Source: an optimization exercise on an open RTL-to-GDS flow (aim: small area, a short achievable clock period and few clock cycles per item). Production flows keep margins and buffers that such runs may drop.
Where RTL was checked, it was by simulation tests only, not by an equivalence proof against the original.
No functional check of the RTL was part of run 1.

==> flow/design.v, too long to show whole: its modules and the start of the top module <==
// module prefix_adder: 119 lines
// module sm_adder: 23 lines
// module sm_sign: 7 lines
// module mcm_lane: 55 lines
// module mcm_lane_ctrl: 39 lines
// module mcm_lane_rows: 98 lines
// module adder_tree: 1023 lines
// module csa_fa: 10 lines
// module csa_xnor: 7 lines
// module csa_or: 7 lines
// module csa_ha: 9 lines
// module req_ack_ctrl: 14 lines
// module mcm_dct_top: 33 lines
module mcm_dct_top (
    input  logic                                  clk,
    input  logic                                  rst_n,
    input  logic                                  req_i,
    input  logic [8*(16+1)-1:0]   samples_i,
    input  logic [8*(3+1)-1:0] codes_i,
    output logic                                  ack_o,
    output logic [32:0]                   result_o
);
  // ...
==> flow/flow/run.sh <==
#!/bin/bash
# Own layout flow: the standard ORFS flow (standard.sh, unchanged synthesis), with the
# ports buffered by a plain buffer cell instead of the default choice, and setup repair
# aimed at a larger slack than the clock period needs, so that repair works on this design's
# real critical paths. Each run's full output goes to a log file in the work folder.
set -euo pipefail
export BUFFER_PORTS_ARGS="-buffer_cell sky130_fd_sc_hd__buf_1"
export SETUP_SLACK_MARGIN="${FLOW_SETUP_MARGIN:-16}"
bash standard.sh synth > run_synth.log 2>&1
bash standard.sh > run_layout.log 2>&1
==> flow/standard.sh <==
#!/bin/bash
# synth_recipe.tcl (not shown) runs the flow's synth.tcl, then flattens the netlist and writes it again
# the make line also repeats each setting of config.mk as NAME=value (left out here)
make -C /OpenROAD-flow-scripts/flow DESIGN_CONFIG=/design/flow/config.mk WORK_HOME=/design/flow/orfs CLKGATE_MAP_FILE= SYNTH_SCRIPT=/design/flow/synth_recipe.tcl "${@:-finish}"
==> flow/config.mk <==
export PLATFORM = sky130hd
export DESIGN_NAME = mcm_dct_top
export DESIGN_NICKNAME = mcm_dct_top
export VERILOG_FILES = /design/flow/design.v
export SDC_FILE = /design/flow/constraint.sdc
export NUM_CORES = 4
export LEC_CHECK = 0
export CAP_MARGIN = 20
export CORE_MARGIN = 2
export CORE_UTILIZATION = 40
export SLEW_MARGIN = 20
export SYNTH_HIERARCHICAL = 1
==> flow/constraint.sdc <==
create_clock -name core_clock -period 26.0 [get_ports {clk}]
set_input_delay 5.2000 -clock core_clock [delete_from_list [all_inputs] [get_ports {clk}]]
set_output_delay 5.2000 -clock core_clock [all_outputs]
set_load 0.01 [all_outputs]
==> metrics.log, run 1 <==
[metrics] Initial Utilization: 0.405
[metrics] TritonRoute pass-1 iters: 14
[metrics] vias post-DR: ~25000
[metrics] overall die area: roughly 75000 um^2
[metrics] maximum fanout along the worst path: 7
[metrics] vias per inst: 6.89
[metrics] global-route wire length before repair: roughly 180000 um
[metrics] highest clock frequency the design can meet: between 0.09 and 0.1 GHz
[metrics] Post-CTS Setup Inserts: 85
[metrics] hold slack final: about 1100 ps
[metrics] placement-stage cell area: approximately 30000 um^2
[metrics] critical path data required time: between 20000 and 30000 ps
[metrics] number of inserted diodes: 6
[metrics] Worst Setup Slack post-DPL: between 10000 and 15000 ps
[metrics] routed wire length per instance: roughly 36 um
[metrics] layout clock buffer count: 9
[metrics] destination of the critical timing path: u_tree.cut_q[39]$_DFFE_PP_
[metrics] met3 track utilization from global routing: 0.0929
[metrics] most heavily used metal layer in global routing: met2
[metrics] DR top layer: met5
[metrics] detailed placer's ending HPWL: 109000 um
[metrics] synthesis-to-layout area growth: 14.4%
[metrics] outcome: complete, no violations
[metrics] hold endpoint: u_tree.cut_q[59]$_DFFE_PP_
[metrics] pin count of the biggest net entering global routing: 60
==> module mcm_lane, before the edit <==
module mcm_lane (
    input  logic [16:0]   sample_i,
    input  logic [3:0] code_i,
    output logic [91-1:0] pp_o
);
    logic s0, ns0, pa2, qa2, ga3, ea, nea, np4, nq4, np6, nq6, np8, nq8, q4, q6, q8;
    mcm_lane_ctrl u_ctrl (
        .sign_i (sample_i[16]),
        .code_i (code_i),
        .s0_o (s0),
        .ns0_o (ns0),
        .pa2_o (pa2),
        .qa2_o (qa2),
        .ga3_o (ga3),
        .ea_o (ea),
        .nea_o (nea),
        .np4_o (np4),
        .nq4_o (nq4),
        .np6_o (np6),
        .nq6_o (nq6),
        .np8_o (np8),
        .nq8_o (nq8),
        .q4_o (q4),
        .q6_o (q6),
        .q8_o (q8)
    );
    logic [15:0] xn;
    assign xn = ~sample_i[16-1:0];
    mcm_lane_rows u_rows (
        .x_i   (sample_i[16-1:0]),
        .xn_i  (xn),
        .s0_i (s0),
        .ns0_i (ns0),
        .pa2_i (pa2),
        .qa2_i (qa2),
        .ga3_i (ga3),
        .np4_i (np4),
        .nq4_i (nq4),
        .np6_i (np6),
        .nq6_i (nq6),
        .np8_i (np8),
        .nq8_i (nq8),
        .row_o (pp_o[80:0])
    );
    assign pp_o[81] = s0;   
    assign pp_o[82] = ea;   
    assign pp_o[83] = q4;   
    assign pp_o[84] = q6;   
    assign pp_o[85] = q8;   
    assign pp_o[86] = ns0;   
    assign pp_o[87] = nea;   
    assign pp_o[88] = nq4;   
    assign pp_o[89] = nq6;   
    assign pp_o[90] = nq8;   
endmodule
==> module mcm_lane_ctrl, before the edit <==
module mcm_lane_ctrl (
    input  logic       sign_i,
    input  logic [3:0] code_i,
    output logic       s0_o,
    output logic       ns0_o,
    output logic       pa2_o,
    output logic       qa2_o,
    output logic       ga3_o,
    output logic       ea_o,
    output logic       nea_o,
    output logic       np4_o,
    output logic       nq4_o,
    output logic       np6_o,
    output logic       nq6_o,
    output logic       np8_o,
    output logic       nq8_o,
    output logic       q4_o,
    output logic       q6_o,
    output logic       q8_o
);
    logic [3:0] key;
    assign key = {sign_i ^ code_i[3], code_i[2:0]};
    assign s0_o = 16'b0110110110010010 >> key;
    assign ns0_o = 16'b1001001001101101 >> key;
    assign pa2_o = 16'b0100011010000000 >> key;
    assign qa2_o = 16'b1000000001000110 >> key;
    assign ga3_o = 16'b0000100000001000 >> key;
    assign ea_o = 16'b0111011110110001 >> key;
    assign nea_o = 16'b1000100001001110 >> key;
    assign np4_o = 16'b1001111111101111 >> key;
    assign nq4_o = 16'b1110011110011111 >> key;
    assign np6_o = 16'b1011111111011111 >> key;
    assign nq6_o = 16'b1101111110111111 >> key;
    assign np8_o = 16'b1111111100111111 >> key;
    assign nq8_o = 16'b0011111111111111 >> key;
    assign q4_o = 16'b0001100001100000 >> key;
    assign q6_o = 16'b0010000001000000 >> key;
    assign q8_o = 16'b1100000000000000 >> key;
endmodule
==> run 2: changes to the inputs <==
--- a/flow/design.v
+++ b/flow/design.v
@@ -158,9 +158,21 @@
     output logic [91-1:0] pp_o
 );
     logic s0, ns0, pa2, qa2, ga3, ea, nea, np4, nq4, np6, nq6, np8, nq8, q4, q6, q8;
+    logic t, d0, da, d4, d6, s0x, sa, s4, s6;
+    mcm_lane_xor u_t  (.a_i(sample_i[16]), .b_i(code_i[3]), .y_o(t));
+    mcm_lane_dec u_dec (.idx_i(code_i[3-1:0]), .d0_o(d0), .da_o(da), .d4_o(d4), .d6_o(d6));
+    mcm_lane_xor u_s0 (.a_i(t), .b_i(d0), .y_o(s0x));
+    mcm_lane_xor u_sa (.a_i(t), .b_i(da), .y_o(sa));
+    mcm_lane_xor u_s4 (.a_i(t), .b_i(d4), .y_o(s4));
+    mcm_lane_xor u_s6 (.a_i(t), .b_i(d6), .y_o(s6));
     mcm_lane_ctrl u_ctrl (
-        .sign_i (sample_i[16]),
-        .code_i (code_i),
+        .t_i   (t),
+        .idx_i (code_i[3-1:0]),
+        .s0_i  (s0x),
+        .sa_i  (sa),
+        .s4_i  (s4),
+        .s6_i  (s6),
+        .s8_i  (t),
         .s0_o (s0),
         .ns0_o (ns0),
         .pa2_o (pa2),
@@ -209,8 +221,13 @@
 endmodule
 `default_nettype none
 module mcm_lane_ctrl (
-    input  logic       sign_i,
-    input  logic [3:0] code_i,
+    input  logic       t_i,
+    input  logic [2:0] idx_i,
+    input  logic       s0_i,
+    input  logic       sa_i,
+    input  logic       s4_i,
+    input  logic       s6_i,
+    input  logic       s8_i,
     output logic       s0_o,
     output logic       ns0_o,
     output logic       pa2_o,
@@ -228,24 +245,47 @@
     output logic       q6_o,
     output logic       q8_o
 );
-    logic [3:0] key;
-    assign key = {sign_i ^ code_i[3], code_i[2:0]};
-    assign s0_o = 16'b0110110110010010 >> key;
-    assign ns0_o = 16'b1001001001101101 >> key;
-    assign pa2_o = 16'b0100011010000000 >> key;
-    assign qa2_o = 16'b1000000001000110 >> key;
-    assign ga3_o = 16'b0000100000001000 >> key;
-    assign ea_o = 16'b0111011110110001 >> key;
-    assign nea_o = 16'b1000100001001110 >> key;
-    assign np4_o = 16'b1001111111101111 >> key;
-    assign nq4_o = 16'b1110011110011111 >> key;
-    assign np6_o = 16'b1011111111011111 >> key;
-    assign nq6_o = 16'b1101111110111111 >> key;
-    assign np8_o = 16'b1111111100111111 >> key;
-    assign nq8_o = 16'b0011111111111111 >> key;
-    assign q4_o = 16'b0001100001100000 >> key;
-    assign q6_o = 16'b0010000001000000 >> key;
-    assign q8_o = 16'b1100000000000000 >> key;
+    logic ga2, ga3, g4, g6, g8;
+    assign ga2 = (idx_i == 3'd1) | (idx_i == 3'd2) | (idx_i == 3'd6) | (idx_i == 3'd7);
+    assign ga3 = (idx_i == 3'd3);
+    assign g4  = (idx_i == 3'd4) | (idx_i == 3'd5) | (idx_i == 3'd6) | (ga3 & t_i);
+    assign g6  = (idx_i == 3'd5) | (idx_i == 3'd6);
+    assign g8  = (idx_i == 3'd6) | (idx_i == 3'd7);
+    assign s0_o  = s0_i;
+    assign ns0_o = ~s0_i;
+    assign pa2_o = ga2 & sa_i;
+    assign qa2_o = ga2 & ~sa_i;
+    assign ga3_o = ga3;
+    assign ea_o  = ~(ga2 | ga3) | (ga2 & sa_i);
+    assign nea_o = ~ea_o;
+    assign np4_o = ~(g4 & ~s4_i);
+    assign nq4_o = ~(g4 & s4_i);
+    assign q4_o  = g4 & s4_i;
+    assign np6_o = ~(g6 & ~s6_i);
+    assign nq6_o = ~(g6 & s6_i);
+    assign q6_o  = g6 & s6_i;
+    assign np8_o = ~(g8 & ~s8_i);
+    assign nq8_o = ~(g8 & s8_i);
+    assign q8_o  = g8 & s8_i;
+endmodule
+module mcm_lane_dec (
+    input  logic [2:0] idx_i,
+    output logic       d0_o,
+    output logic       da_o,
+    output logic       d4_o,
+    output logic       d6_o
+);
+    assign d0_o = (idx_i == 3'd1) | (idx_i == 3'd4) | (idx_i == 3'd7);
+    assign da_o = (idx_i == 3'd7);
+    assign d4_o = (idx_i == 3'd5) | (idx_i == 3'd6);
+    assign d6_o = (idx_i == 3'd6);
+endmodule
+module mcm_lane_xor (
+    input  logic a_i,
+    input  logic b_i,
+    output logic y_o
+);
+    assign y_o = a_i ^ b_i;
 endmodule
 `default_nettype none
 module mcm_lane_rows (
--- a/flow/flow/run.sh
+++ b/flow/flow/run.sh
@@ -5,6 +5,6 @@
 # real critical paths. Each run's full output goes to a log file in the work folder.
 set -euo pipefail
 export BUFFER_PORTS_ARGS="-buffer_cell sky130_fd_sc_hd__buf_1"
-export SETUP_SLACK_MARGIN="${FLOW_SETUP_MARGIN:-16}"
+export SETUP_SLACK_MARGIN="${FLOW_SETUP_MARGIN:-15}"
 bash standard.sh synth > run_synth.log 2>&1
 bash standard.sh > run_layout.log 2>&1
==> run 2 against run 1 <==
Worst hold slack improved by 9.8 ps. Clock skew up 0.53 ps. Final cell count down 8.9%.
==> metrics.log, run 2 <==
[metrics] synthesis-to-layout area growth: 2.73% (was 14.4%)
[metrics] clock tree root driver cell: sky130_fd_sc_hd__clkbuf_16 (unchanged)
[metrics] CP cell instances: buf_1, and3_2, o21bai_1, xor2_1, buf_4, inv_1, a22oi_1, fa_1, fa_1, fa_1, fa_1, fa_1, fa_1, fa_1 (was buf_2, xor2_4, buf_6, nand3_1, o211ai_1, buf_6, a222oi_1, fa_2, fa_2, fa_1, fa_2, fa_1, fa_2, fa_1)
[metrics] sum of negative setup slack: 0 ps (unchanged)
[metrics] type of element launching the critical path: input pin (unchanged)
[metrics] setup skew after layout: 9.60 ps (was 9.07 ps)
[metrics] routed wire length per instance: 35.1 um (was 36.4 um)
[metrics] vias per inst: 6.74 (was 6.89)
[metrics] maximum fanout along the worst path: 18 (was 7)
[metrics] drt first-iter violations: 4211 (was 5181)
[metrics] final WL: 117000 um (was 134000 um)
[metrics] overall die area: 71700 um^2 (was 74600 um^2)
[metrics] number of antenna violations at the first check in global routing: 5 (was 6)
[metrics] average cell area after synthesis: 11.4 um^2 (was 11.1 um^2)
[metrics] total of max-cap violations: 0 (unchanged)
[metrics] Initial Utilization: 0.405 (about the same)
[metrics] Relative slew margins: 0.215 (was 0.242)
[metrics] element type at the critical path end: flop (unchanged)
[metrics] floorplan die height: 268 um (was 273 um)
[metrics] cell at the slowest stage of the critical path: sky130_fd_sc_hd__fa_1 (was sky130_fd_sc_hd__a222oi_1)
[metrics] largest register by flop count: u_tree.cut_q (unchanged)
[metrics] DRC: 0 (unchanged)
[metrics] TritonRoute pass-1 iters: 13 (was 14)
[metrics] largest registers: u_tree.cut_q: 85 flops, u_ctrl.ack_o: 1 flops (unchanged)
[metrics] Tightest Hold Check Type: flop to flop (unchanged)
[metrics] number of CTS-inserted buffers: 9 (unchanged)
[metrics] fraction of layout cells with a size suffix above 1: 0.0386 (was 0.242)
[metrics] count of standard-cell rows: 96 (was 98)
[metrics] number of max-slew violations in the final report: 0 (unchanged)
[metrics] critical path data required time: 26140 ps (was 26130 ps)
[metrics] leading cell type in the layout, fill and taps excluded: sky130_fd_sc_hd__fa_1 (unchanged)
[metrics] outcome: complete, no violations (unchanged)
[metrics] unrepaired setup endpoints after global routing: false (was true)
[metrics] maximum buffer depth of the clock tree: 2 (unchanged)
[metrics] gate count of the mapped netlist: 2447 (was 2599)
[metrics] clock insertion delay at the later pin of the skew report: 390 ps (about the same)
[metrics] post-route minimum period: 10790 ps (was 10060 ps)
[metrics] overall overflow remaining after global route: 0 (unchanged)
[metrics] non-filler instance count after layout: 3347 (was 3672)
[metrics] netlist area before placement: 27800 um^2 (was 29000 um^2)
[metrics] global-route wire length before repair: 166000 um (was 184000 um)
[metrics] NumNets Final: 3297 (was 3669)
[metrics] deepest level of the CTS H-tree: 3 (unchanged)
[metrics] hold slack final: 1080 ps (was 1070 ps)
[metrics] Hold Fails Final Rpt: 0 (unchanged)
[metrics] vias post-DR: 22500 (was 25300)
[metrics] register clock-pin slew on the reported worst setup and hold paths: 80 ps (about the same)
[metrics] floorplan core area: 68700 um^2 (was 71600 um^2)
[metrics] highest-count cells in the layout ignoring fill and taps: sky130_fd_sc_hd__fa_1, sky130_fd_sc_hd__a22oi_1, sky130_fd_sc_hd__buf_1, sky130_fd_sc_hd__inv_1, sky130_fd_sc_hd__a222oi_1 (was sky130_fd_sc_hd__fa_1, sky130_fd_sc_hd__a22oi_1, sky130_fd_sc_hd__buf_4, sky130_fd_sc_hd__inv_1, sky130_fd_sc_hd__buf_1)
[metrics] clock tree from TritonCTS: yes (unchanged)
[metrics] IO Pins: 205 (unchanged)
[metrics] detailed placer's ending HPWL: 101000 um (was 109000 um)
[metrics] via count of the first global-routing pass: 23100 (was 25000)
[metrics] count of endpoints failing setup in the final report: 0 (unchanged)
[metrics] # hold bufs at CTS: 0 (unchanged)
[metrics] worst setup path category: input pin to flop (unchanged)
[metrics] most frequent CP cell: sky130_fd_sc_hd__fa_1 (was sky130_fd_sc_hd__fa_2)
[metrics] CTS sink cnt: 86 (unchanged)
[metrics] instance count after placement with tap cells included: 3320 (was 3477)
[metrics] number of routed nets with antenna violations: 0 (unchanged)
[metrics] global routing usage summed across all routing layers: 0.331 (was 0.351)
[metrics] number of warnings issued by yosys: 8 (unchanged)
[metrics] pin slew with the least headroom to its limit: 1170 ps (was 1120 ps)
[metrics] portion of the clock cycle consumed by the worst path in the final layout: 0.415 (was 0.387)
[metrics] critical path data arrival time: 10930 ps (was 10180 ps)
[metrics] CP peak stage delay: 590 ps (was 700 ps)
[metrics] Largest register FFs: 85 (unchanged)
[metrics] width of the chip: 268 um (was 273 um)
[metrics] highest clock frequency the design can meet: 0.0927 GHz (was 0.0994 GHz)
[metrics] number of buffers inserted by port buffering: 199 (unchanged)
[metrics] pin count of the biggest net entering global routing: 57 (was 60)
[metrics] weighted congestion reported at the end of routability-driven placement: 1.04 (was 1.07)
-- run 2: final cells by class --
class	count	area, um^2
diodes	8	20.0
repair buffers	242	1080
clock buffers	9	225
fillers	6652	40100
well taps	931	1160
multi-input cells	1865	22700
flip-flops and latches	86	2580
clock inverters	7	88.8
inverters	199	748
-- run 2: metal layers --
metal  up-vias  routed length, um  GRT usage
met5         -                 13          0
met4         2              10300      0.236
met3       405              12000     0.0807
met2      1847              53200      0.512
met1     11600              41900      0.406
li1       8667                  -          -
-- run 2: path summary, 6_finish.rpt --
kind                                             start                         end  slack [ps]  depth (start not counted)
worst max-delay path                       codes_i[17]  u_tree.cut_q[36]$_DFFE_PP_       15210                         14
worst min-delay path            u_ctrl.ack_o$_DFF_PN0_   u_tree.cut_q[2]$_DFFE_PP_        1080                          1
worst max register to register  u_ctrl.ack_o$_DFF_PN0_  u_tree.cut_q[61]$_DFFE_PP_       24020                          2
worst min register to register  u_ctrl.ack_o$_DFF_PN0_   u_tree.cut_q[2]$_DFFE_PP_        1080                          1
max in group asynchronous                        rst_n      u_ctrl.ack_o$_DFF_PN0_       21330                          1
min in group asynchronous                        rst_n      u_ctrl.ack_o$_DFF_PN0_        4570                          1
-- run 2: stage by stage --
step / util / setup slack (ps) / cell area (um^2)
global route: 0.416 / 15020 / 28600
detailed placement: 0.410 / 14460 / 28200
global placement: 0.410 / 14620 / 28200
CTS: 0.415 / 15080 / 28500
finish: 0.416 / 15210 / 28600
floorplan: - / 15820 / 27900
-- run 2: timing repair --
item	4_1_cts	5_1_grt
cloned	0	0
setup buffers	0	1
endpoints found under the setup margin	17	13
gates resized for setup	2	2
pin swaps	0	0
-- run 2: worst max-delay path: cells and delay by family --
kind / cells / cell delay (ps)
AO/OA/AOI/OAI: 2 / 690
adder cells (fa/ha/maj): 7 / 3440
AND/OR/NAND/NOR: 1 / 300
XOR/XNOR: 1 / 180
buffers and inverters: 3 / 1080
Testbench counts of run 2, summed over its fixed seeds: cycles 4,096, items 2,048.
==> run 3: changes to the inputs <==
--- a/flow/flow/run.sh
+++ b/flow/flow/run.sh
@@ -5,6 +5,6 @@
 # real critical paths. Each run's full output goes to a log file in the work folder.
 set -euo pipefail
 export BUFFER_PORTS_ARGS="-buffer_cell sky130_fd_sc_hd__buf_1"
-export SETUP_SLACK_MARGIN="${FLOW_SETUP_MARGIN:-15}"
+export SETUP_SLACK_MARGIN="${FLOW_SETUP_MARGIN:-16}"
 bash standard.sh synth > run_synth.log 2>&1
 bash standard.sh > run_layout.log 2>&1
==> run 3 against run 2 <==
Synthesized area did not move. Critical path depth fell by 1. Largest cell class unchanged. Setup slack improved by 790 ps. Via count rose by 3.6%. Utilization rose by 3.5 points. Die area did not move. Maximum frequency rose by 7.9%. Still clean. Global-route usage rose by 1.5 points. Highest routed layer is now met4. Register-to-register slack barely moved. Sequential share of layout area fell by 0.69 points. Synthesized cell count did not move.
==> metrics.log, run 3 <==
[metrics] # hold bufs at CTS: 0 (unchanged)
[metrics] Tightest Hold Check Type: flop to flop (unchanged)
[metrics] final WL: 125000 um (was 117000 um)
[metrics] placement-stage cell area: 28300 um^2 (was 28200 um^2)
[metrics] number of CTS-inserted buffers: 9 (unchanged)
[metrics] met3 track utilization from global routing: 0.0646 (was 0.0807)
[metrics] Worst Setup Slack post-DPL: 14890 ps (was 14460 ps)
[metrics] vias post-DR: 23400 (was 22500)
[metrics] most heavily used metal layer in global routing: met2 (unchanged)
[metrics] clock tree root driver cell: sky130_fd_sc_hd__clkbuf_16 (unchanged)
[metrics] outcome: complete, no violations (unchanged)
[metrics] Relative slew margins: 0.322 (was 0.215)
[metrics] worst setup slack after layout: 15990 ps (was 15210 ps)
[metrics] number of routed nets with antenna violations: 0 (unchanged)
[metrics] hold slack final: 1010 ps (was 1080 ps)
[metrics] detailed placer's ending HPWL: 104000 um (was 101000 um)
[metrics] largest registers: u_tree.cut_q: 85 flops, u_ctrl.ack_o: 1 flops (unchanged)
[metrics] IO Pins: 205 (unchanged)
[metrics] via count of the first global-routing pass: 23600 (was 23100)
[metrics] synthesis-to-layout area growth: 11.2% (was 2.73%)
[metrics] hold endpoint: u_tree.cut_q[52]$_DFFE_PP_ (was u_tree.cut_q[2]$_DFFE_PP_)
[metrics] global routing usage summed across all routing layers: 0.346 (was 0.331)
[metrics] critical path data arrival time: 10130 ps (was 10930 ps)
[metrics] sum of negative setup slack: 0 ps (unchanged)
[metrics] critical hold path startpoint: u_ctrl.ack_o$_DFF_PN0_ (unchanged)
[metrics] highest-count cells in the layout ignoring fill and taps: sky130_fd_sc_hd__fa_1, sky130_fd_sc_hd__a22oi_1, sky130_fd_sc_hd__inv_1, sky130_fd_sc_hd__buf_1, sky130_fd_sc_hd__buf_4 (was sky130_fd_sc_hd__fa_1, sky130_fd_sc_hd__a22oi_1, sky130_fd_sc_hd__buf_1, sky130_fd_sc_hd__inv_1, sky130_fd_sc_hd__a222oi_1)
[metrics] netlist area before placement: 27800 um^2 (unchanged)
[metrics] CTS sink cnt: 86 (unchanged)
[metrics] highest clock frequency the design can meet: 0.0999 GHz (was 0.0927 GHz)
[metrics] NumNets Final: 3436 (was 3297)
[metrics] gate count of the mapped netlist: 2447 (unchanged)
[metrics] vias per inst: 6.71 (was 6.74)
[metrics] DRC: 0 (unchanged)
[metrics] setup skew after layout: 13.6 ps (was 9.60 ps)
[metrics] global-route wire length before repair: 173000 um (was 166000 um)
[metrics] r2r endpoint: u_tree.cut_q[26]$_DFFE_PP_ (was u_tree.cut_q[61]$_DFFE_PP_)
[metrics] Largest register FFs: 85 (unchanged)
[metrics] floorplan die height: 268 um (unchanged)
[metrics] cell depth of the worst min-delay path: 1 (unchanged)
[metrics] largest register by flop count: u_tree.cut_q (unchanged)
[metrics] FF-to-FF Start: u_ctrl.ack_o$_DFF_PN0_ (unchanged)
[metrics] flop-to-flop setup slack: 24010 ps (was 24020 ps)
[metrics] final core utilization: 0.451 (was 0.416)
[metrics] number of max-slew violations in the final report: 0 (unchanged)
[metrics] width of the chip: 268 um (unchanged)
[metrics] average cell area after synthesis: 11.4 um^2 (unchanged)
[metrics] total of max-cap violations: 0 (unchanged)
[metrics] number of warnings issued by yosys: 8 (unchanged)
[metrics] pin count of the biggest net entering global routing: 62 (was 57)
[metrics] pin slew with the least headroom to its limit: 1020 ps (was 1170 ps)
[metrics] portion of the clock cycle consumed by the worst path in the final layout: 0.385 (was 0.415)
[metrics] number of antenna violations at the first check in global routing: 2 (was 5)
[metrics] routed wire length per instance: 35.9 um (was 35.1 um)
[metrics] fraction of layout cells with a size suffix above 1: 0.173 (was 0.0386)
[metrics] element type at the critical path end: flop (unchanged)
[metrics] unrepaired setup endpoints after global routing: true (was false)
[metrics] number of buffers inserted by port buffering: 199 (unchanged)
[metrics] critical path data required time: 26130 ps (was 26140 ps)
[metrics] overall overflow remaining after global route: 0 (unchanged)
[metrics] worst setup path category: input pin to flop (unchanged)
[metrics] floorplan core area: 68700 um^2 (unchanged)
[metrics] drt first-iter violations: 4290 (was 4211)
[metrics] GRT met1 Usage: 0.439 (was 0.406)
[metrics] maximum buffer depth of the clock tree: 2 (unchanged)
[metrics] clock insertion delay at the later pin of the skew report: 390 ps (about the same)
[metrics] non-filler instance count after layout: 3480 (was 3347)
[metrics] post-route cell area: 31000 um^2 (was 28600 um^2)
[metrics] count of endpoints failing setup in the final report: 0 (unchanged)
[metrics] overall die area: 71700 um^2 (unchanged)
[metrics] register clock-pin slew on the reported worst setup and hold paths: 80 ps (about the same)
[metrics] weighted congestion reported at the end of routability-driven placement: 1.06 (was 1.04)
[metrics] type of element launching the critical path: input pin (unchanged)
[metrics] Initial Utilization: 0.405 (unchanged)
[metrics] met2 usage: 0.536 (was 0.512)
[metrics] post-route minimum period: 10010 ps (was 10790 ps)
[metrics] R2R depth: 2 (unchanged)
[metrics] count of standard-cell rows: 96 (unchanged)
[metrics] deepest level of the CTS H-tree: 3 (unchanged)
[metrics] maximum fanout along the worst path: 12 (was 18)
[metrics] instance count after placement with tap cells included: 3325 (was 3320)
[metrics] leading cell type in the layout, fill and taps excluded: sky130_fd_sc_hd__fa_1 (unchanged)
[metrics] Hold Fails Final Rpt: 0 (unchanged)
[metrics] TritonRoute pass-1 iters: 14 (was 13)
[metrics] total of fill cells in the finished design: 6471 (was 6652)
[metrics] clock tree from TritonCTS: yes (unchanged)
run 3: cell count changes in the layout (fill, tap and decap cells not counted), sizes merged:
cell      delta
buf        +118
clkbuf      +17
clkinvlp     +9
clkinv       -1
nand2b       +1
diode        -6
inv          -7
or2          +2
run 3: final cells by class:
class | count | area, um^2 | share of cell area
antenna | 2 | 5.00 | 0.000162
clock buffer | 9 | 225 | 0.00727
clock inverter | 7 | 80.1 | 0.00258
inverter | 199 | 778 | 0.0251
multi-input combinational | 1868 | 23700 | 0.764
sequential | 86 | 2580 | 0.0832
tap | 931 | 1160 | 0.0376
timing repair buffer | 377 | 2460 | 0.0794
timing repair inverter | 1 | 7.51 | 0.000242
run 3: critical path: stages:
cell	delay [ps]
sky130_fd_sc_hd__clkbuf_4	190
sky130_fd_sc_hd__and2b_2	260
sky130_fd_sc_hd__xnor2_1	170
sky130_fd_sc_hd__nor2b_1	90
sky130_fd_sc_hd__buf_6	140
sky130_fd_sc_hd__a222oi_1	820
sky130_fd_sc_hd__fa_2	700
sky130_fd_sc_hd__fa_2	390
sky130_fd_sc_hd__fa_2	580
sky130_fd_sc_hd__fa_2	440
sky130_fd_sc_hd__fa_2	360
sky130_fd_sc_hd__fa_2	360
sky130_fd_sc_hd__fa_1	430
run 3: worst max path at each step:
stage	end	slack [ps]	cells after the start	start
after floorplan	u_tree.cut_q[36]$_DFFE_PP_	16010	14	codes_i[27]
final	u_tree.cut_q[64]$_DFFE_PP_	15990	13	codes_i[18]
after detailed placement	u_tree.cut_q[36]$_DFFE_PP_	14890	13	codes_i[22]
after CTS	u_tree.cut_q[36]$_DFFE_PP_	15990	13	codes_i[23]
after global placement	u_tree.cut_q[36]$_DFFE_PP_	14470	12	codes_i[25]
after global routing	result_o[2]	15920	13	u_tree.cut_q[73]$_DFFE_PP_
run 3: what timing repair did:
| action | 4_1_cts | 5_1_grt |
|---|---|---|
| buffers inserted | 75 | 58 |
| pin swaps | 26 | 83 |
| cloned | 1 | 3 |
| setup endpoints to repair | 73 | 51 |
| endpoints found under the hold margin | 0 | 0 |
| resized for setup | 130 | 140 |
run 3: layer usage:
| metal | up-vias | part of all wire |
|---|---|---|
| met2 | 1918 | 0.45 |
| li1 | 8927 | - |
| met5 | - | 0 |
| met1 | 12100 | 0.36 |
| met3 | 438 | 0.10 |
| met4 | 0 | 0.092 |
==> run 4: changes to the inputs <==
--- a/flow/flow/run.sh
+++ b/flow/flow/run.sh
@@ -5,6 +5,6 @@
 # real critical paths. Each run's full output goes to a log file in the work folder.
 set -euo pipefail
 export BUFFER_PORTS_ARGS="-buffer_cell sky130_fd_sc_hd__buf_1"
-export SETUP_SLACK_MARGIN="${FLOW_SETUP_MARGIN:-16}"
+export SETUP_SLACK_MARGIN="${FLOW_SETUP_MARGIN:-15.5}"
 bash standard.sh synth > run_synth.log 2>&1
 bash standard.sh > run_layout.log 2>&1
==> run 4 against run 3 <==
Global-route usage is 1.5 points lower. Utilization is 2.6 points lower. Die area stayed put. Critical path depth did not move. Still clean on timing, DRC and antenna. Non-clock buffer count is 102 lower. Critical endpoint is now u_tree.cut_q[67]$_DFFE_PP_. Final cell count down 3.0%.
==> metrics.log, run 4 <==
[metrics] instance count after placement with tap cells included: 3320 (was 3325)
[metrics] DRC: 0 (unchanged)
[metrics] # hold bufs at CTS: 0 (unchanged)
[metrics] Relative slew margins: 0.322 (about the same)
[metrics] number of antenna violations at the first check in global routing: 5 (was 2)
[metrics] flop-to-flop setup slack: 24050 ps (was 24010 ps)
[metrics] clock insertion delay at the later pin of the skew report: 390 ps (about the same)
[metrics] largest registers: u_tree.cut_q: 85 flops, u_ctrl.ack_o: 1 flops (unchanged)
[metrics] count of standard-cell rows: 96 (unchanged)
[metrics] type of element launching the critical path: input pin (unchanged)
[metrics] Initial Utilization: 0.405 (unchanged)
[metrics] drt first-iter violations: 3958 (was 4290)
[metrics] overall die area: 71700 um^2 (unchanged)
[metrics] worst setup path category: input pin to flop (unchanged)
[metrics] total stage count of the critical path: 13 (unchanged)
[metrics] FF-to-FF Start: u_ctrl.ack_o$_DFF_PN0_ (unchanged)
[metrics] Tightest Hold Check Type: flop to flop (unchanged)
[metrics] vias per inst: 6.70 (was 6.71)
[metrics] CTS sink cnt: 86 (unchanged)
[metrics] overall overflow remaining after global route: 0 (unchanged)
[metrics] via count of the first global-routing pass: 23200 (was 23600)
[metrics] final WL: 118000 um (was 125000 um)
[metrics] number of CTS-inserted buffers: 9 (unchanged)
[metrics] Largest register FFs: 85 (unchanged)
[metrics] number of buffers inserted by port buffering: 199 (unchanged)
[metrics] largest register by flop count: u_tree.cut_q (unchanged)
[metrics] maximum buffer depth of the clock tree: 2 (unchanged)
[metrics] cell at the slowest stage of the critical path: sky130_fd_sc_hd__a222oi_1 (unchanged)
[metrics] sum of negative setup slack: 0 ps (unchanged)
[metrics] Critical path buffers and inverters: 2 (unchanged)
[metrics] critical path data arrival time: 10560 ps (was 10130 ps)
[metrics] pin slew with the least headroom to its limit: 1010 ps (was 1020 ps)
[metrics] critical path data required time: 26120 ps (was 26130 ps)
[metrics] R2R depth: 2 (unchanged)
[metrics] number of max-slew violations in the final report: 0 (unchanged)
[metrics] synthesis-to-layout area growth: 4.88% (was 11.2%)
[metrics] width of the chip: 268 um (unchanged)
[metrics] top cell family by delay on the critical path: adder cells (unchanged)
[metrics] maximum fanout along the worst path: 16 (was 12)
[metrics] vias post-DR: 22600 (was 23400)
[metrics] global-route wire length before repair: 167000 um (was 173000 um)
[metrics] element type at the critical path end: flop (unchanged)
[metrics] clock tree from TritonCTS: yes (unchanged)
[metrics] global routing usage summed across all routing layers: 0.331 (was 0.346)
[metrics] hold slack final: 1070 ps (was 1010 ps)
[metrics] count of endpoints failing setup in the final report: 0 (unchanged)
[metrics] number of warnings issued by yosys: 8 (unchanged)
[metrics] final core utilization: 0.425 (was 0.451)
[metrics] detailed placer's ending HPWL: 101000 um (was 104000 um)
[metrics] number of routed nets with antenna violations: 0 (unchanged)
[metrics] floorplan die height: 268 um (unchanged)
[metrics] gate count of the mapped netlist: 2447 (unchanged)
[metrics] highest clock frequency the design can meet: 0.0958 GHz (was 0.0999 GHz)
[metrics] IO Pins: 205 (unchanged)
[metrics] average cell area after synthesis: 11.4 um^2 (unchanged)
[metrics] fraction of layout cells with a size suffix above 1: 0.0770 (was 0.173)
[metrics] setup skew after layout: 8.41 ps (was 13.6 ps)
[metrics] CP peak stage delay: 820 ps (about the same)
[metrics] register clock-pin slew on the reported worst setup and hold paths: 70 ps (was 80 ps)
[metrics] r2r endpoint: u_tree.cut_q[61]$_DFFE_PP_ (was u_tree.cut_q[26]$_DFFE_PP_)
[metrics] portion of the clock cycle consumed by the worst path in the final layout: 0.401 (was 0.385)
[metrics] highest-count cells in the layout ignoring fill and taps: sky130_fd_sc_hd__fa_1, sky130_fd_sc_hd__a22oi_1, sky130_fd_sc_hd__inv_1, sky130_fd_sc_hd__buf_1, sky130_fd_sc_hd__a222oi_1 (was sky130_fd_sc_hd__fa_1, sky130_fd_sc_hd__a22oi_1, sky130_fd_sc_hd__inv_1, sky130_fd_sc_hd__buf_1, sky130_fd_sc_hd__buf_4)
[metrics] outcome: complete, no violations (unchanged)
[metrics] leading cell type in the layout, fill and taps excluded: sky130_fd_sc_hd__fa_1 (unchanged)
[metrics] launching element of the worst setup path: codes_i[18] (unchanged)
[metrics] most frequent CP cell: sky130_fd_sc_hd__fa_1 (was sky130_fd_sc_hd__fa_2)
[metrics] deepest level of the CTS H-tree: 3 (unchanged)
[metrics] post-route minimum period: 10440 ps (was 10010 ps)
[metrics] routed wire length per instance: 35.0 um (was 35.9 um)
[metrics] netlist area before placement: 27800 um^2 (unchanged)
[metrics] weighted congestion reported at the end of routability-driven placement: 1.04 (was 1.06)
[metrics] CP cell instances: clkbuf_2, and3_2, xor2_2, nor2b_1, buf_4, a222oi_1, fa_2, fa_1, fa_1, fa_1, fa_1, fa_1, fa_1 (was clkbuf_4, and2b_2, xnor2_1, nor2b_1, buf_6, a222oi_1, fa_2, fa_2, fa_2, fa_2, fa_2, fa_2, fa_1)
[metrics] total of max-cap violations: 0 (unchanged)
[metrics] clock tree root driver cell: sky130_fd_sc_hd__clkbuf_16 (unchanged)
[metrics] pin count of the biggest net entering global routing: 57 (was 62)
[metrics] unrepaired setup endpoints after global routing: true (unchanged)
[metrics] non-filler instance count after layout: 3376 (was 3480)
[metrics] NumNets Final: 3330 (was 3436)
[metrics] Hold Fails Final Rpt: 0 (unchanged)
[metrics] TritonRoute pass-1 iters: 11 (was 14)
[metrics] destination of the critical timing path: u_tree.cut_q[67]$_DFFE_PP_ (was u_tree.cut_q[64]$_DFFE_PP_)
[metrics] floorplan core area: 68700 um^2 (unchanged)
-- run 4: cell count changes in the layout (fill, tap and decap cells not counted), sizes merged --
cell,change
or2,-2
clkinvlp,-1
nand2b,-1
diode,+2
buf,-99
clkinv,+1
clkbuf,-3
inv,-1
-- run 4: routing by layer --
layer  global-route usage  routed length [um]  vias to the layer above
met5                    0                  13                        -
met1                0.407               42000                    11700
met3               0.0780               12300                      445
li1                     -                   -                     8726
met4                0.231               10600                        2
met2                0.518               53200                     1777
-- run 4: what timing repair did --
item,in CTS,in global routing
gates resized for setup,33,46
pin swaps,2,2
setup buffers,22,14
endpoints found under the setup margin,60,38
-- run 4: worst min-delay path by stage --
stage	cells past startpoint	slack, ps	end	from
after floorplan	1	1780	u_tree.cut_q[0]$_DFFE_PP_	u_ctrl.ack_o$_DFF_PN0_
after CTS	1	1100	u_tree.cut_q[2]$_DFFE_PP_	u_ctrl.ack_o$_DFF_PN0_
final	1	1070	u_tree.cut_q[2]$_DFFE_PP_	u_ctrl.ack_o$_DFF_PN0_
after detailed placement	1	1080	u_tree.cut_q[2]$_DFFE_PP_	u_ctrl.ack_o$_DFF_PN0_
after global routing	1	1130	u_tree.cut_q[2]$_DFFE_PP_	u_ctrl.ack_o$_DFF_PN0_
after global placement	1	1060	u_tree.cut_q[1]$_DFFE_PP_	u_ctrl.ack_o$_DFF_PN0_
-- run 4: metrics by stage --
stage	area [um^2]	setup WS [ps]
after floorplan	27900	15820
after global placement	28200	14620
after detailed placement	28200	14460
after CTS	28900	15480
after global routing	29200	15490
final	29200	15560
-- run 4: layout make-up --
type	count	area, um^2
inverter	199	778
antenna	4	10.0
fill	6600	39500
tap	931	1160
clock buffer	9	225
timing repair buffer	275	1460
sequential	86	2580
multi-input combinational	1865	22900
clock inverter	7	88.8
==> run 5: changes to the inputs <==
--- a/flow/config.mk
+++ b/flow/config.mk
@@ -7,6 +7,7 @@
 export LEC_CHECK = 0
 export CAP_MARGIN = 20
 export CORE_MARGIN = 2
-export CORE_UTILIZATION = 40
+export CORE_UTILIZATION = 50
+export PLACE_DENSITY = 0.65
 export SLEW_MARGIN = 20
 export SYNTH_HIERARCHICAL = 1
==> run 5 against run 4 <==
Highest routed layer unchanged. Non-clock buffer count shrank 2. Via count grew 2.1%. Final cell count shrank 5.5%. Design area shrank 0.92%. Synthesized area is the same.
==> metrics.log, run 5 <==
[metrics] final core utilization: 0.525 (was 0.425)
[metrics] maximum fanout along the worst path: 17 (was 16)
[metrics] highest-count cells in the layout ignoring fill and taps: sky130_fd_sc_hd__fa_1, sky130_fd_sc_hd__a22oi_1, sky130_fd_sc_hd__inv_1, sky130_fd_sc_hd__buf_1, sky130_fd_sc_hd__a222oi_1 (unchanged)
[metrics] r2r endpoint: u_tree.cut_q[56]$_DFFE_PP_ (was u_tree.cut_q[61]$_DFFE_PP_)
[metrics] largest registers: u_tree.cut_q: 85 flops, u_ctrl.ack_o: 1 flops (unchanged)
[metrics] CTS sink cnt: 86 (unchanged)
[metrics] post-route cell area: 28900 um^2 (was 29200 um^2)
[metrics] Initial Utilization: 0.505 (was 0.405)
[metrics] IO Pins: 205 (unchanged)
[metrics] portion of the clock cycle consumed by the worst path in the final layout: 0.402 (was 0.401)
[metrics] total of max-cap violations: 0 (unchanged)
[metrics] clock tree from TritonCTS: yes (unchanged)
[metrics] DRC: 0 (unchanged)
[metrics] instance count after placement with tap cells included: 3134 (was 3320)
[metrics] highest clock frequency the design can meet: 0.0957 GHz (was 0.0958 GHz)
[metrics] critical path data arrival time: 10570 ps (was 10560 ps)
[metrics] NumNets Final: 3329 (was 3330)
[metrics] number of warnings issued by yosys: 8 (unchanged)
[metrics] leading cell type in the layout, fill and taps excluded: sky130_fd_sc_hd__fa_1 (unchanged)
[metrics] vias per inst: 7.24 (was 6.70)
[metrics] pin count of the biggest net entering global routing: 47 (was 57)
[metrics] largest register by flop count: u_tree.cut_q (unchanged)
[metrics] width of the chip: 240 um (was 268 um)
[metrics] CP peak stage delay: 700 ps (was 820 ps)
[metrics] worst setup path category: input pin to flop (unchanged)
[metrics] count of endpoints failing setup in the final report: 0 (unchanged)
[metrics] count of standard-cell rows: 86 (was 96)
[metrics] Critical path buffers and inverters: 2 (unchanged)
[metrics] hold endpoint: u_tree.cut_q[0]$_DFFE_PP_ (was u_tree.cut_q[2]$_DFFE_PP_)
[metrics] CP cell instances: buf_1, and3_2, xor2_1, nor2_1, buf_4, a222oi_1, fa_1, fa_1, fa_1, fa_1, fa_1, fa_1, fa_1 (was clkbuf_2, and3_2, xor2_2, nor2b_1, buf_4, a222oi_1, fa_2, fa_1, fa_1, fa_1, fa_1, fa_1, fa_1)
[metrics] clock tree root driver cell: sky130_fd_sc_hd__clkbuf_16 (unchanged)
[metrics] unrepaired setup endpoints after global routing: true (unchanged)
[metrics] Largest register FFs: 85 (unchanged)
[metrics] netlist area before placement: 27800 um^2 (unchanged)
[metrics] critical hold path startpoint: u_ctrl.ack_o$_DFF_PN0_ (unchanged)
[metrics] cell at the slowest stage of the critical path: sky130_fd_sc_hd__a222oi_1 (unchanged)
[metrics] area of the multi-input gates: 22900 um^2 (about the same)
[metrics] sum of negative setup slack: 0 ps (unchanged)
[metrics] drt first-iter violations: 4313 (was 3958)
[metrics] TritonRoute pass-1 iters: 12 (was 11)
[metrics] number of max-slew violations in the final report: 0 (unchanged)
[metrics] cell depth of the worst min-delay path: 1 (unchanged)
[metrics] top cell family by delay on the critical path: adder cells (unchanged)
[metrics] pin slew with the least headroom to its limit: 1150 ps (was 1010 ps)
[metrics] vias post-DR: 23100 (was 22600)
[metrics] element type at the critical path end: flop (unchanged)
[metrics] gate count of the mapped netlist: 2447 (unchanged)
[metrics] clock insertion delay at the later pin of the skew report: 400 ps (was 390 ps)
[metrics] via count of the first global-routing pass: 23400 (was 23200)
[metrics] deepest level of the CTS H-tree: 3 (unchanged)
[metrics] register clock-pin slew on the reported worst setup and hold paths: 90 ps (was 70 ps)
[metrics] global-route wire length before repair: 172000 um (was 167000 um)
[metrics] global routing usage summed across all routing layers: 0.435 (was 0.331)
[metrics] Register Area: 2580 um^2 (unchanged)
[metrics] placement-stage cell area: 28000 um^2 (was 28200 um^2)
[metrics] routed wire length per instance: 38.7 um (was 35.0 um)
[metrics] fraction of layout cells with a size suffix above 1: 0.0766 (was 0.0770)
[metrics] R2R depth: 2 (unchanged)
[metrics] final WL: 123000 um (was 118000 um)
[metrics] most frequent CP cell: sky130_fd_sc_hd__fa_1 (unchanged)
[metrics] # hold bufs at CTS: 0 (unchanged)
[metrics] outcome: complete, no violations (unchanged)
[metrics] maximum buffer depth of the clock tree: 2 (unchanged)
[metrics] Hold Fails Final Rpt: 0 (unchanged)
[metrics] average cell area after synthesis: 11.4 um^2 (unchanged)
[metrics] total of fill cells in the finished design: 4920 (was 6600)
[metrics] Relative slew margins: 0.233 (was 0.322)
[metrics] critical path data required time: 26120 ps (about the same)
[metrics] detailed placer's ending HPWL: 105000 um (was 101000 um)
[metrics] flop-to-flop setup slack: 23900 ps (was 24050 ps)
[metrics] Tightest Hold Check Type: flop to flop (unchanged)
[metrics] setup skew after layout: 18.0 ps (was 8.41 ps)
[metrics] type of element launching the critical path: input pin (unchanged)
[metrics] synthesis-to-layout area growth: 3.91% (was 4.88%)
[metrics] floorplan die height: 240 um (was 268 um)
[metrics] number of buffers inserted by port buffering: 199 (unchanged)
[metrics] post-route minimum period: 10450 ps (was 10440 ps)
[metrics] overall overflow remaining after global route: 0 (unchanged)
[metrics] overall die area: 57600 um^2 (was 71700 um^2)
[metrics] number of antenna violations at the first check in global routing: 6 (was 5)
[metrics] floorplan core area: 55100 um^2 (was 68700 um^2)
[metrics] FF-to-FF Start: u_ctrl.ack_o$_DFF_PN0_ (unchanged)
[metrics] non-filler instance count after layout: 3192 (was 3376)
[metrics] weighted congestion reported at the end of routability-driven placement: 1.05 (was 1.04)
[metrics] number of CTS-inserted buffers: 9 (unchanged)
[metrics] number of routed nets with antenna violations: 0 (unchanged)
==> run 5: how the worst max path moves through the flow <==
| stage | cells after the start | endpoint | from |
|---|---|---|---|
| floorplan | 14 | u_tree.cut_q[42]$_DFFE_PP_ | codes_i[3] |
| global placement | 12 | u_tree.cut_q[36]$_DFFE_PP_ | samples_i[101] |
| detailed placement | 12 | u_tree.cut_q[54]$_DFFE_PP_ | codes_i[5] |
| CTS | 14 | u_tree.cut_q[51]$_DFFE_PP_ | codes_i[13] |
| global route | 15 | u_tree.cut_q[36]$_DFFE_PP_ | codes_i[4] |
| finish | 13 | u_tree.cut_q[64]$_DFFE_PP_ | codes_i[18] |
==> run 5: per-layer routing <==
| layer | part of all wire | GRT usage | up-vias | wire length [um] |
|---|---|---|---|---|
| met5 | 0.00019 | 0 | - | 24 |
| met4 | 0.094 | 0.316 | 4 | 11600 |
| met3 | 0.11 | 0.0989 | 461 | 13900 |
| met2 | 0.44 | 0.654 | 1999 | 54400 |
| met1 | 0.35 | 0.556 | 11900 | 43500 |
| li1 | - | - | 8724 | - |
==> run 5: cell type report <==
type                    instances  area share
multi-input cells            1865       0.791
flip-flops and latches         86      0.0891
repair buffers                273      0.0492
well taps                     748      0.0323
inverters                     199      0.0269
clock buffers                   9     0.00778
clock inverters                 7     0.00311
diodes                          4    0.000346
repair inverters                1    0.000259
==> run 5: repair_timing <==
item                       4_1_cts  5_1_grt
setup endpoints to repair       31       44
pin swaps                        0        1
resized for setup               27       49
gates cloned                     0        1
setup buffers                   24       13
==> run 5: stage by stage <==
step           setup WS [ps]  hold slack, ps
6_report               15550            1220
5_1_grt                15450            1270
4_1_cts                15510            1230
3_5_place_dp           14720            1210
3_3_place_gp           14390            1160
2_1_floorplan          15820            1780
==> run 5: worst reg2reg max path: stages (launching register included) <==
cell and delay (ps):
sky130_fd_sc_hd__dfrtp_1 400, sky130_fd_sc_hd__clkinv_2 550, sky130_fd_sc_hd__buf_4 690
==> run 6: changes to the inputs <==
--- a/flow/flow/run.sh
+++ b/flow/flow/run.sh
@@ -5,6 +5,6 @@
 # real critical paths. Each run's full output goes to a log file in the work folder.
 set -euo pipefail
 export BUFFER_PORTS_ARGS="-buffer_cell sky130_fd_sc_hd__buf_1"
-export SETUP_SLACK_MARGIN="${FLOW_SETUP_MARGIN:-15.5}"
+export SETUP_SLACK_MARGIN="${FLOW_SETUP_MARGIN:-15.75}"
 bash standard.sh synth > run_synth.log 2>&1
 bash standard.sh > run_layout.log 2>&1
--- a/flow/config.mk
+++ b/flow/config.mk
@@ -7,7 +7,6 @@
 export LEC_CHECK = 0
 export CAP_MARGIN = 20
 export CORE_MARGIN = 2
-export CORE_UTILIZATION = 50
-export PLACE_DENSITY = 0.65
+export CORE_UTILIZATION = 40
 export SLEW_MARGIN = 20
 export SYNTH_HIERARCHICAL = 1
==> run 6 against run 5 <==
Still clean on timing, DRC and antenna. Clock skew shrank 8.5 ps. Critical path depth unchanged. Via count shrank 1.4%. Global-route usage down 10 points. Maximum frequency grew 2.1%. Non-clock buffer count up 39. Synthesized area unchanged. Critical path type unchanged.
==> metrics.log, run 6 <==
[metrics] outcome: complete, no violations (unchanged)
[metrics] count of endpoints failing setup in the final report: 0 (unchanged)
[metrics] detailed placer's ending HPWL: 101000 um (was 105000 um)
[metrics] sum of negative setup slack: 0 ps (unchanged)
[metrics] overall die area: 71700 um^2 (was 57600 um^2)
[metrics] pin slew with the least headroom to its limit: 955 ps (was 1150 ps)
[metrics] TritonRoute pass-1 iters: 11 (was 12)
[metrics] highest clock frequency the design can meet: 0.0978 GHz (was 0.0957 GHz)
[metrics] top cell family by delay on the critical path: adder cells (unchanged)
[metrics] highest-count cells in the layout ignoring fill and taps: sky130_fd_sc_hd__fa_1, sky130_fd_sc_hd__a22oi_1, sky130_fd_sc_hd__inv_1, sky130_fd_sc_hd__buf_1, sky130_fd_sc_hd__a222oi_1 (unchanged)
[metrics] critical path data required time: 26130 ps (was 26120 ps)
[metrics] NumNets Final: 3370 (was 3329)
[metrics] final WL: 119000 um (was 123000 um)
[metrics] clock tree root driver cell: sky130_fd_sc_hd__clkbuf_16 (unchanged)
[metrics] number of max-slew violations in the final report: 0 (unchanged)
[metrics] element type at the critical path end: flop (unchanged)
[metrics] number of CTS-inserted buffers: 9 (unchanged)
[metrics] netlist area before placement: 27800 um^2 (unchanged)
[metrics] leading cell type in the layout, fill and taps excluded: sky130_fd_sc_hd__fa_1 (unchanged)
[metrics] CP cell instances: clkbuf_4, and3_4, xor2_2, nor2b_1, buf_6, a222oi_1, fa_2, fa_2, fa_1, fa_1, fa_1, fa_1, fa_1 (was buf_1, and3_2, xor2_1, nor2_1, buf_4, a222oi_1, fa_1, fa_1, fa_1, fa_1, fa_1, fa_1, fa_1)
[metrics] width of the chip: 268 um (was 240 um)
[metrics] cell at the slowest stage of the critical path: sky130_fd_sc_hd__a222oi_1 (unchanged)
[metrics] DRC: 0 (unchanged)
[metrics] register clock-pin slew on the reported worst setup and hold paths: 70 ps (was 90 ps)
[metrics] setup skew after layout: 9.48 ps (was 18.0 ps)
[metrics] # hold bufs at CTS: 0 (unchanged)
[metrics] non-filler instance count after layout: 3417 (was 3192)
[metrics] synthesis-to-layout area growth: 7.09% (was 3.91%)
[metrics] total of max-cap violations: 0 (unchanged)
[metrics] portion of the clock cycle consumed by the worst path in the final layout: 0.393 (was 0.402)
[metrics] pin count of the biggest net entering global routing: 57 (was 47)
[metrics] clock insertion delay at the later pin of the skew report: 390 ps (was 400 ps)
[metrics] floorplan core area: 68700 um^2 (was 55100 um^2)
[metrics] critical path data arrival time: 10360 ps (was 10570 ps)
[metrics] type of element launching the critical path: input pin (unchanged)
[metrics] global-route wire length before repair: 167000 um (was 172000 um)
[metrics] maximum buffer depth of the clock tree: 2 (unchanged)
[metrics] number of antenna violations at the first check in global routing: 5 (was 6)
[metrics] average cell area after synthesis: 11.4 um^2 (unchanged)
[metrics] Relative slew margins: 0.363 (was 0.233)
[metrics] largest registers: u_tree.cut_q: 85 flops, u_ctrl.ack_o: 1 flops (unchanged)
[metrics] vias per inst: 6.67 (was 7.24)
[metrics] most frequent CP cell: sky130_fd_sc_hd__fa_1 (unchanged)
[metrics] IO Pins: 205 (unchanged)
[metrics] clock tree from TritonCTS: yes (unchanged)
[metrics] drt first-iter violations: 4076 (was 4313)
[metrics] weighted congestion reported at the end of routability-driven placement: 1.04 (was 1.05)
[metrics] Initial Utilization: 0.405 (was 0.505)
[metrics] maximum fanout along the worst path: 16 (was 17)
[metrics] vias post-DR: 22800 (was 23100)
[metrics] CP peak stage delay: 850 ps (was 700 ps)
[metrics] number of routed nets with antenna violations: 0 (unchanged)
[metrics] number of buffers inserted by port buffering: 199 (unchanged)
[metrics] number of warnings issued by yosys: 8 (unchanged)
[metrics] count of standard-cell rows: 96 (was 86)
[metrics] via count of the first global-routing pass: 23400 (unchanged)
[metrics] floorplan die height: 268 um (was 240 um)
[metrics] global routing usage summed across all routing layers: 0.333 (was 0.435)
[metrics] worst setup path category: input pin to flop (unchanged)
[metrics] unrepaired setup endpoints after global routing: true (unchanged)
[metrics] routed wire length per instance: 34.9 um (was 38.7 um)
[metrics] Tightest Hold Check Type: flop to flop (unchanged)
[metrics] overall overflow remaining after global route: 0 (unchanged)
[metrics] gate count of the mapped netlist: 2447 (unchanged)
[metrics] instance count after placement with tap cells included: 3320 (was 3134)
[metrics] fraction of layout cells with a size suffix above 1: 0.106 (was 0.0766)
[metrics] post-route minimum period: 10230 ps (was 10450 ps)
[metrics] deepest level of the CTS H-tree: 3 (unchanged)
[metrics] largest register by flop count: u_tree.cut_q (unchanged)
[metrics] Critical path buffers and inverters: 2 (unchanged)
[metrics] Largest register FFs: 85 (unchanged)
[metrics] CTS sink cnt: 86 (unchanged)
[metrics] Hold Fails Final Rpt: 0 (unchanged)
==> run 6: cell count changes in the layout (fill, tap and decap cells not counted), moves of 7 or more <==
cell / change
sky130_fd_sc_hd__clkbuf_2: -7
sky130_fd_sc_hd__buf_2: +15
sky130_fd_sc_hd__buf_1: -8
sky130_fd_sc_hd__xor2_4: +8
sky130_fd_sc_hd__a22oi_1: -18
sky130_fd_sc_hd__buf_4: +29
sky130_fd_sc_hd__a22oi_2: +18
==> run 6: path summary, 6_finish.rpt <==
kind | startpoint | to | slack, ps | cells after the start
worst max-delay path | codes_i[18] | u_tree.cut_q[64]$_DFFE_PP_ | 15770 | 13
max in group asynchronous | rst_n | u_ctrl.ack_o$_DFF_PN0_ | 21330 | 1
worst max register to register | u_ctrl.ack_o$_DFF_PN0_ | u_tree.cut_q[61]$_DFFE_PP_ | 24040 | 2
min in group asynchronous | rst_n | u_ctrl.ack_o$_DFF_PN0_ | 4570 | 1
worst min-delay path | u_ctrl.ack_o$_DFF_PN0_ | u_tree.cut_q[2]$_DFFE_PP_ | 1080 | 1
worst min register to register | u_ctrl.ack_o$_DFF_PN0_ | u_tree.cut_q[2]$_DFFE_PP_ | 1080 | 1
==> run 6: layer usage <==
metal,GRT usage,part of all wire,vias up
met4,0.237,0.091,0
met2,0.517,0.45,1756
li1,-,-,8805
met3,0.0765,0.11,407
met1,0.411,0.36,11800
met5,0,0,-
==> run 6: area by class of cell <==
class / instances / area, um^2
inverters: 199 / 778
clock buffers: 9 / 225
flip-flops and latches: 86 / 2580
multi-input cells: 1865 / 23200
repair inverters: 3 / 20.0
diodes: 5 / 12.5
fillers: 6554 / 38900
well taps: 931 / 1160
clock inverters: 7 / 88.8
repair buffers: 312 / 1800
==> run 6: metrics by stage <==
stage	util	hold slack (ps)	cell area, um^2	worst slack (ps)
after global placement	0.410	1060	28200	14620
final	0.434	1080	29800	15770
after CTS	0.425	1100	29200	15750
after detailed placement	0.410	1080	28200	14460
after global routing	0.434	1130	29800	15720
after floorplan	-	1780	27900	15820
==> run 6: repair_timing <==
action | 4_1_cts | 5_1_grt
endpoints found under the setup margin | 74 | 52
gates resized for setup | 78 | 63
gates cloned | 1 | 2
setup buffers | 40 | 33
pin swaps | 5 | 9

port drivers added, routing unchanged:
The results above use ideal ports. As a check the final layouts listed here were re-extracted and re-timed, cells and wires unchanged.
Step 1 sets driving cells, clkbuf_16 on the clock port and buf_2 on the other inputs (assumed; they add their load-dependent delay and slew).
Step 2, shift: input delay + t, output delay - t, t = (earliest + latest rising clock arrival at the registers) / 2. This alone moves slack from input paths to output paths.
Slacks: ideal ports / drivers / drivers and shift; pairs: ideal ports / drivers.
run | shift t [ns] | slack for setup (ns) | hold WS [ns]
run 1 | 0.445 | 15.944 / 15.993 / 15.548 | 1.074 / 1.074 / 1.074
run 2 | 0.443 | 15.209 / 15.234 / 14.792 | 1.084 / 1.084 / 1.084
run 3 | 0.446 | 15.995 / 16.028 / 15.583 | 1.011 / 1.011 / 1.011
run 4 | 0.447 | 15.565 / 15.523 / 15.163 | 1.075 / 1.075 / 1.075
run 5 | 0.450 | 15.554 / 15.595 / 15.145 | 1.223 / 1.223 / 1.223
run 6 | 0.451 | 15.773 / 15.819 / 15.368 | 1.082 / 1.082 / 1.082
After both steps every run listed still meets setup and hold. For run 2, which loses most, drivers alone change the setup slack by +0.025 ns; drivers and shift together by -0.417 ns.
